From an optimization exercise on the open Yosys and OpenROAD flow, aimed at small area and a short achievable clock period; shortcuts taken in it are not production practice.
Only simulation tests tie the RTL to the original design; equivalence was not proved.

==> run a: inputs <==
==> flow/design.v <==
`default_nettype none
package prefetch_pkg;
	localparam int ADDR_WIDTH = 32;
	localparam int LINE_WIDTH = 256;
	localparam int GRACE_WIDTH = 8;
	localparam int HIT_COUNT_WIDTH = 16;
	localparam int NUM_SLOTS = 4;
	typedef logic [ADDR_WIDTH-1:0] addr_t;
	typedef logic [LINE_WIDTH-1:0] line_t;
	typedef logic [$clog2(NUM_SLOTS)-1:0] slot_idx_t;
	typedef logic [GRACE_WIDTH-1:0] grace_t;
	typedef logic [HIT_COUNT_WIDTH-1:0] hit_count_t;
	localparam grace_t GRACE_DEFAULT = 8'd20;
	typedef struct packed {
		addr_t address;
		logic read;
		logic write;
		line_t wdata;
	} l2_req_t;
	typedef struct packed {
		line_t rdata;
		logic resp;
	} l2_rsp_t;
	typedef struct packed {
		addr_t address;
		logic read;
		logic write;
		line_t wdata;
	} mem_req_t;
	typedef struct packed {
		line_t rdata;
		logic resp;
	} mem_rsp_t;
	typedef struct packed {
		logic enable;
		grace_t grace_limit;
	} cfg_t;
	typedef enum logic [2:0] {
		idle,
		prefetch,
		check_hit,
		pass_through,
		hit_reply
	} engine_state_t;
endpackage
`default_nettype wire
`timescale 1ns/1ps
`default_nettype none
module prefetcher
(
	input wire clk,
	input wire prefetch_counter_reset,
	input wire [31:0] orb,
	input wire [31:0] l2_req_address,
	input wire l2_req_read,
	input wire l2_req_write,
	input wire [255:0] l2_req_wdata,
	output wire [255:0] l2_rsp_rdata,
	output wire l2_rsp_resp,
	output wire [31:0] mem_req_address,
	output wire mem_req_read,
	output wire mem_req_write,
	output wire [255:0] mem_req_wdata,
	input wire [255:0] mem_rsp_rdata,
	input wire mem_rsp_resp,
	input wire cfg_write,
	input wire cfg_wdata_enable,
	input wire [7:0] cfg_wdata_grace_limit,
	output wire cfg_enable,
	output wire [7:0] cfg_grace_limit,
	output wire [15:0] hit_count
);
	localparam int NS = 4;
	wire rst = prefetch_counter_reset;
	logic st_idle, st_pf, st_ch, st_pt, st_hr;
	logic [7:0] grace;
	logic [31:0] slot_address [0:NS-1];
	logic [255:0] slot_data [0:NS-1];
	logic [NS-1:0] slot_valid;
	logic [NS-1:0] slot_ready;
	logic [NS-1:0] wp;           
	logic [NS-1:0] l2_match;     
	logic [NS-1:0] pf_sel;       
	logic cfg_en;
	logic [7:0] cfg_gl;
	logic [15:0] hcnt;
	wire l2_active = l2_req_read | l2_req_write;
	wire resp = mem_rsp_resp;
	logic within_grace;
	always_comb
	begin
		logic gt, eq;
		gt = 1'b0;
		eq = 1'b1;
		for (int i = 7; i >= 0; i--)
		begin
			gt = gt | (eq & grace[i] & ~cfg_gl[i]);
			eq = eq & ~(grace[i] ^ cfg_gl[i]);
		end
		within_grace = ~gt;
	end
	logic [NS-1:0] orb_match;
	logic [NS-1:0] l2_match_d;
	always_comb
	begin
		for (int i = 0; i < NS; i++)
		begin
			orb_match[i] = slot_valid[i] && (slot_address[i] == orb);
			l2_match_d[i] = slot_valid[i] && (slot_address[i] == l2_req_address);
		end
	end
	wire hint_present = |orb_match;
	wire load_hint = st_idle & ~l2_active & cfg_en & ~hint_present;
	wire [NS-1:0] load_ptr = {wp[NS-2:0], wp[NS-1]};
	wire fill_pending = |(wp & slot_valid & ~slot_ready);
	wire fill = st_pf & resp;
	wire [NS-1:0] hit_ready_v = l2_match & slot_ready;
	wire hit_ready = |hit_ready_v;
	wire abandon = l2_active & within_grace;
	wire idle_n = (st_idle & ~l2_active & ~load_hint & ~fill_pending)
		| (st_pf & ~abandon & resp)
		| (st_pt & resp)
		| st_hr;
	wire pf_n = (st_idle & ~l2_active & (load_hint | fill_pending))
		| (st_pf & ~abandon & ~resp);
	wire ch_n = (st_idle | (st_pf & within_grace)) & l2_active;
	wire pt_n = (st_ch & ~(hit_ready & l2_req_read)) | (st_pt & ~resp);
	wire hr_n = st_ch & hit_ready & l2_req_read;
	wire [NS-1:0] wp_n = load_hint ? load_ptr : wp;
	always_ff @(posedge clk)
	begin
		if (rst)
		begin
			st_idle <= 1'b1;
			st_pf <= 1'b0;
			st_ch <= 1'b0;
			st_pt <= 1'b0;
			st_hr <= 1'b0;
			pf_sel <= '0;
		end
		else
		begin
			st_idle <= idle_n;
			st_pf <= pf_n;
			st_ch <= ch_n;
			st_pt <= pt_n;
			st_hr <= hr_n;
			pf_sel <= pf_n ? wp_n : '0;
		end
	end
	logic [7:0] grace_carry;
	always_comb
	begin
		for (int i = 0; i < 8; i++)
			grace_carry[i] = &(grace | (8'hff << i));
	end
	always_ff @(posedge clk)
	begin
		if (rst || !st_pf)
			grace <= '0;
		else if (!(&grace))
			grace <= grace ^ grace_carry;
	end
	always_ff @(posedge clk)
	begin
		l2_match <= l2_match_d;
	end
	always_ff @(posedge clk)
	begin
		if (rst)
		begin
			slot_valid <= '0;
			slot_ready <= '0;
			wp <= 4'b0001;
		end
		else
		begin
			wp <= wp_n;
			for (int i = 0; i < NS; i++)
			begin
				if (load_hint && load_ptr[i])
				begin
					slot_valid[i] <= 1'b1;
					slot_ready[i] <= 1'b0;
				end
				if (fill && wp[i])
					slot_ready[i] <= 1'b1;
				if (st_ch && l2_req_write && hit_ready_v[i])
					slot_ready[i] <= 1'b0;
			end
		end
	end
	always_ff @(posedge clk)
	begin
		for (int i = 0; i < NS; i++)
		begin
			if (load_hint && load_ptr[i])
				slot_address[i] <= orb;
			if (fill && wp[i])
				slot_data[i] <= mem_rsp_rdata;
		end
	end
	always_ff @(posedge clk)
	begin
		if (rst)
		begin
			cfg_en <= 1'b0;
			cfg_gl <= 8'd20;
		end
		else if (cfg_write)
		begin
			cfg_en <= cfg_wdata_enable;
			cfg_gl <= cfg_wdata_grace_limit;
		end
	end
	logic [15:0] hcnt_carry;
	always_comb
	begin
		for (int i = 0; i < 16; i++)
			hcnt_carry[i] = &(hcnt | (16'hffff << i));
	end
	always_ff @(posedge clk)
	begin
		if (rst)
			hcnt <= '0;
		else if (st_hr && !(&hcnt))
			hcnt <= hcnt ^ hcnt_carry;
	end
	localparam int NG = 8;
	localparam int NG_BITS = 256 / NG;
	function automatic logic and4(input logic a, input logic b, input logic c, input logic d,
		input int k);
		case (k % 8)
			0: and4 = ((a & b) & c) & d;
			1: and4 = ((a & b) & d) & c;
			2: and4 = ((a & c) & b) & d;
			3: and4 = ((a & c) & d) & b;
			4: and4 = ((a & d) & b) & c;
			5: and4 = ((b & c) & a) & d;
			6: and4 = (a & b) & (c & d);
			default: and4 = (a & c) & (b & d);
		endcase
	endfunction
	logic [NS-1:0] hsel [0:NG-1];    
	logic [NG-1:0] msel;             
	always_ff @(posedge clk)
	begin
		for (int g = 0; g < NG; g++)
		begin
			logic [NS-1:0] h;
			for (int i = 0; i < NS; i++)
				h[i] = and4(st_ch, l2_req_read, l2_match[i], slot_ready[i], g);
			hsel[g] <= h;
			msel[g] <= ~|h;
		end
	end
	logic [255:0] rdata;
	logic [31:0] maddr;
	always_comb
	begin
		for (int g = 0; g < NG; g++)
		begin
			rdata[g*NG_BITS +: NG_BITS] = {NG_BITS{msel[g]}} & mem_rsp_rdata[g*NG_BITS +: NG_BITS];
			for (int i = 0; i < NS; i++)
				rdata[g*NG_BITS +: NG_BITS] = rdata[g*NG_BITS +: NG_BITS]
					| ({NG_BITS{hsel[g][i]}} & slot_data[i][g*NG_BITS +: NG_BITS]);
		end
		maddr = {32{st_pt}} & l2_req_address;
		for (int i = 0; i < NS; i++)
			maddr = maddr | ({32{pf_sel[i]}} & slot_address[i]);
	end
	assign l2_rsp_rdata = rdata;
	assign l2_rsp_resp = (st_pt & resp) | st_hr;
	assign mem_req_address = maddr;
	assign mem_req_read = st_pf | (st_pt & l2_req_read);
	assign mem_req_write = st_pt & l2_req_write;
	assign mem_req_wdata = l2_req_wdata;
	assign cfg_enable = cfg_en;
	assign cfg_grace_limit = cfg_gl;
	assign hit_count = hcnt;
endmodule
`default_nettype wire
==> flow/flow/run.sh <==
#!/bin/bash
# Standard ORFS layout, with plain buffers on the ports instead of the delay
# cells that buffer_ports picks by default. Each ORFS step writes its own log
# under orfs/logs; make's own output goes to make.log.
set -euo pipefail
export BUFFER_PORTS_ARGS="-buffer_cell sky130_fd_sc_hd__buf_2"
export DONT_USE_CELLS="sky130_fd_sc_hd__clkdlybuf4s15_1 sky130_fd_sc_hd__clkdlybuf4s15_2 sky130_fd_sc_hd__clkdlybuf4s18_1 sky130_fd_sc_hd__clkdlybuf4s18_2 sky130_fd_sc_hd__clkdlybuf4s25_1 sky130_fd_sc_hd__clkdlybuf4s25_2 sky130_fd_sc_hd__clkdlybuf4s50_1 sky130_fd_sc_hd__clkdlybuf4s50_2 sky130_fd_sc_hd__dlygate4sd1_1 sky130_fd_sc_hd__dlygate4sd2_1 sky130_fd_sc_hd__dlygate4sd3_1 sky130_fd_sc_hd__dlymetal6s2s_1 sky130_fd_sc_hd__dlymetal6s4s_1 sky130_fd_sc_hd__dlymetal6s6s_1"
bash standard.sh > make.log 2>&1
==> flow/standard.sh <==
#!/bin/bash
# synth_recipe.tcl (not shown) runs the flow's synth.tcl, then flattens the netlist and writes it again
# the make line also repeats each setting of config.mk as NAME=value (left out here)
make -C /OpenROAD-flow-scripts/flow DESIGN_CONFIG=/design/flow/config.mk WORK_HOME=/design/flow/orfs CLKGATE_MAP_FILE= SYNTH_SCRIPT=/design/flow/synth_recipe.tcl "${@:-finish}"
==> flow/config.mk <==
export PLATFORM = sky130hd
export DESIGN_NAME = prefetcher
export DESIGN_NICKNAME = prefetcher
export VERILOG_FILES = /design/flow/design.v
export SDC_FILE = /design/flow/constraint.sdc
export NUM_CORES = 4
export LEC_CHECK = 0
export CAP_MARGIN = 20
export CORE_AREA = 5 5 395 395
export CTS_BUF_LIST = sky130_fd_sc_hd__clkbuf_16
export CTS_CLUSTER_DIAMETER = 100
export CTS_CLUSTER_SIZE = 28
export DIE_AREA = 0 0 400 400
export SETUP_SLACK_MARGIN = 2.5
export SLEW_MARGIN = 20
==> flow/constraint.sdc <==
create_clock -name core_clock -period 5.8 [get_ports {clk}]
set_input_delay 1.1600 -clock core_clock [delete_from_list [all_inputs] [get_ports {clk}]]
set_output_delay 1.1600 -clock core_clock [all_outputs]
set_load 0.01 [all_outputs]
==> inputs of run b, as changes to run a <==
--- a/flow/design.v
+++ b/flow/design.v
@@ -80,6 +80,7 @@
 	logic [NS-1:0] slot_ready;
 	logic [NS-1:0] wp;           
 	logic [NS-1:0] l2_match;     
+	logic [NS-1:0] hit_sel;      
 	logic [NS-1:0] pf_sel;       
 	logic cfg_en;
 	logic [7:0] cfg_gl;
@@ -151,8 +152,9 @@
 	logic [7:0] grace_carry;
 	always_comb
 	begin
-		for (int i = 0; i < 8; i++)
-			grace_carry[i] = &(grace | (8'hff << i));
+		grace_carry[0] = 1'b1;
+		for (int i = 1; i < 8; i++)
+			grace_carry[i] = grace_carry[i-1] & grace[i-1];
 	end
 	always_ff @(posedge clk)
 	begin
@@ -164,6 +166,7 @@
 	always_ff @(posedge clk)
 	begin
 		l2_match <= l2_match_d;
+		hit_sel <= (st_ch & l2_req_read) ? hit_ready_v : '0;
 	end
 	always_ff @(posedge clk)
 	begin
@@ -216,8 +219,9 @@
 	logic [15:0] hcnt_carry;
 	always_comb
 	begin
-		for (int i = 0; i < 16; i++)
-			hcnt_carry[i] = &(hcnt | (16'hffff << i));
+		hcnt_carry[0] = 1'b1;
+		for (int i = 1; i < 16; i++)
+			hcnt_carry[i] = hcnt_carry[i-1] & hcnt[i-1];
 	end
 	always_ff @(posedge clk)
 	begin
@@ -226,48 +230,17 @@
 		else if (st_hr && !(&hcnt))
 			hcnt <= hcnt ^ hcnt_carry;
 	end
-	localparam int NG = 8;
-	localparam int NG_BITS = 256 / NG;
-	function automatic logic and4(input logic a, input logic b, input logic c, input logic d,
-		input int k);
-		case (k % 8)
-			0: and4 = ((a & b) & c) & d;
-			1: and4 = ((a & b) & d) & c;
-			2: and4 = ((a & c) & b) & d;
-			3: and4 = ((a & c) & d) & b;
-			4: and4 = ((a & d) & b) & c;
-			5: and4 = ((b & c) & a) & d;
-			6: and4 = (a & b) & (c & d);
-			default: and4 = (a & c) & (b & d);
-		endcase
-	endfunction
-	logic [NS-1:0] hsel [0:NG-1];    
-	logic [NG-1:0] msel;             
-	always_ff @(posedge clk)
-	begin
-		for (int g = 0; g < NG; g++)
-		begin
-			logic [NS-1:0] h;
-			for (int i = 0; i < NS; i++)
-				h[i] = and4(st_ch, l2_req_read, l2_match[i], slot_ready[i], g);
-			hsel[g] <= h;
-			msel[g] <= ~|h;
-		end
-	end
 	logic [255:0] rdata;
 	logic [31:0] maddr;
 	always_comb
 	begin
-		for (int g = 0; g < NG; g++)
-		begin
-			rdata[g*NG_BITS +: NG_BITS] = {NG_BITS{msel[g]}} & mem_rsp_rdata[g*NG_BITS +: NG_BITS];
-			for (int i = 0; i < NS; i++)
-				rdata[g*NG_BITS +: NG_BITS] = rdata[g*NG_BITS +: NG_BITS]
-					| ({NG_BITS{hsel[g][i]}} & slot_data[i][g*NG_BITS +: NG_BITS]);
-		end
+		rdata = {256{st_pt}} & mem_rsp_rdata;
 		maddr = {32{st_pt}} & l2_req_address;
 		for (int i = 0; i < NS; i++)
+		begin
+			rdata = rdata | ({256{hit_sel[i]}} & slot_data[i]);
 			maddr = maddr | ({32{pf_sel[i]}} & slot_address[i]);
+		end
 	end
 	assign l2_rsp_rdata = rdata;
 	assign l2_rsp_resp = (st_pt & resp) | st_hr;
==> flow/run.sh (new file) <==
#!/bin/bash
# synth_recipe.tcl (not shown) runs the flow's synth.tcl, then flattens the netlist and writes it again
# the make line also repeats each setting of config.mk as NAME=value (left out here)
make -C /OpenROAD-flow-scripts/flow DESIGN_CONFIG=/design/flow/config.mk WORK_HOME=/design/flow/orfs CLKGATE_MAP_FILE= SYNTH_SCRIPT=/design/flow/synth_recipe.tcl finish
Settings changed: CORE_AREA 5 5 395 395 to unset, CORE_MARGIN set to 2, CORE_UTILIZATION set to 55, CTS_BUF_LIST sky130_fd_sc_hd__clkbuf_16 to unset, CTS_CLUSTER_DIAMETER 100 to unset, CTS_CLUSTER_SIZE 28 to unset, DIE_AREA 0 0 400 400 to unset.
removed: flow/flow/run.sh
removed: flow/standard.sh
==> results.sh <==
export IMPL_status="stopped before the end"
export IMPL_firstError="[ERROR PPL-0024] Number of IO pins (1163) exceeds maximum number of available positions (1090). Increase the die perimeter from 1208.46um to 1581.68um."
export IMPL_synth_xor_area_share_pct=4.61
export IMPL_haltStage="I/O pin placement"
export IMPL_synth_seq_cells=1214
export IMPL_synth_nets=3710
export IMPL_synth_mux_area_share_pct=0.594
-- figures above: run b

==> results.sh <==
export IMPL_status="timing/DRC/antenna clean"
export IMPL_synth_mux_area_share_pct=0.444
export IMPL_hold_viol_final=0
export IMPL_multi_input_cells=1451
export IMPL_clock_area_share_pct=2.97
export IMPL_synth_nets=3758
export IMPL_synth_seq_cells=1250
export IMPL_crit_start="mem_rsp_rdata[251]"
-- figures above: run a

[what the ideal ports hide]
No port has a modelled driver above. Below, the same layout with a new extraction and two added sets of constraints. Step 1 sets driving cells, clkbuf_16 on the clock port and buf_2 on the other inputs (assumed; they add their load-dependent delay and slew). Step 2, shift: input delay + t, output delay - t, t = (earliest + latest rising clock arrival at the registers) / 2. This alone moves slack from input paths to output paths. a / b / c = ideal / step 1 / step 2; a / b = the first two.
run: run a
t, ns: 0.760
setup WS [ns]: 2.361 / 2.304 / 1.912
latest minus earliest clock arrival (ns): 0.056 / 0.056
slew at the worst register clock pin (ns): 0.12 / 0.12
worst data-port slew with drivers (ns): 0.41
After both steps setup and hold are still met in run a. For run a, drivers alone change the setup slack by -0.057 ns; drivers and shift together by -0.449 ns.
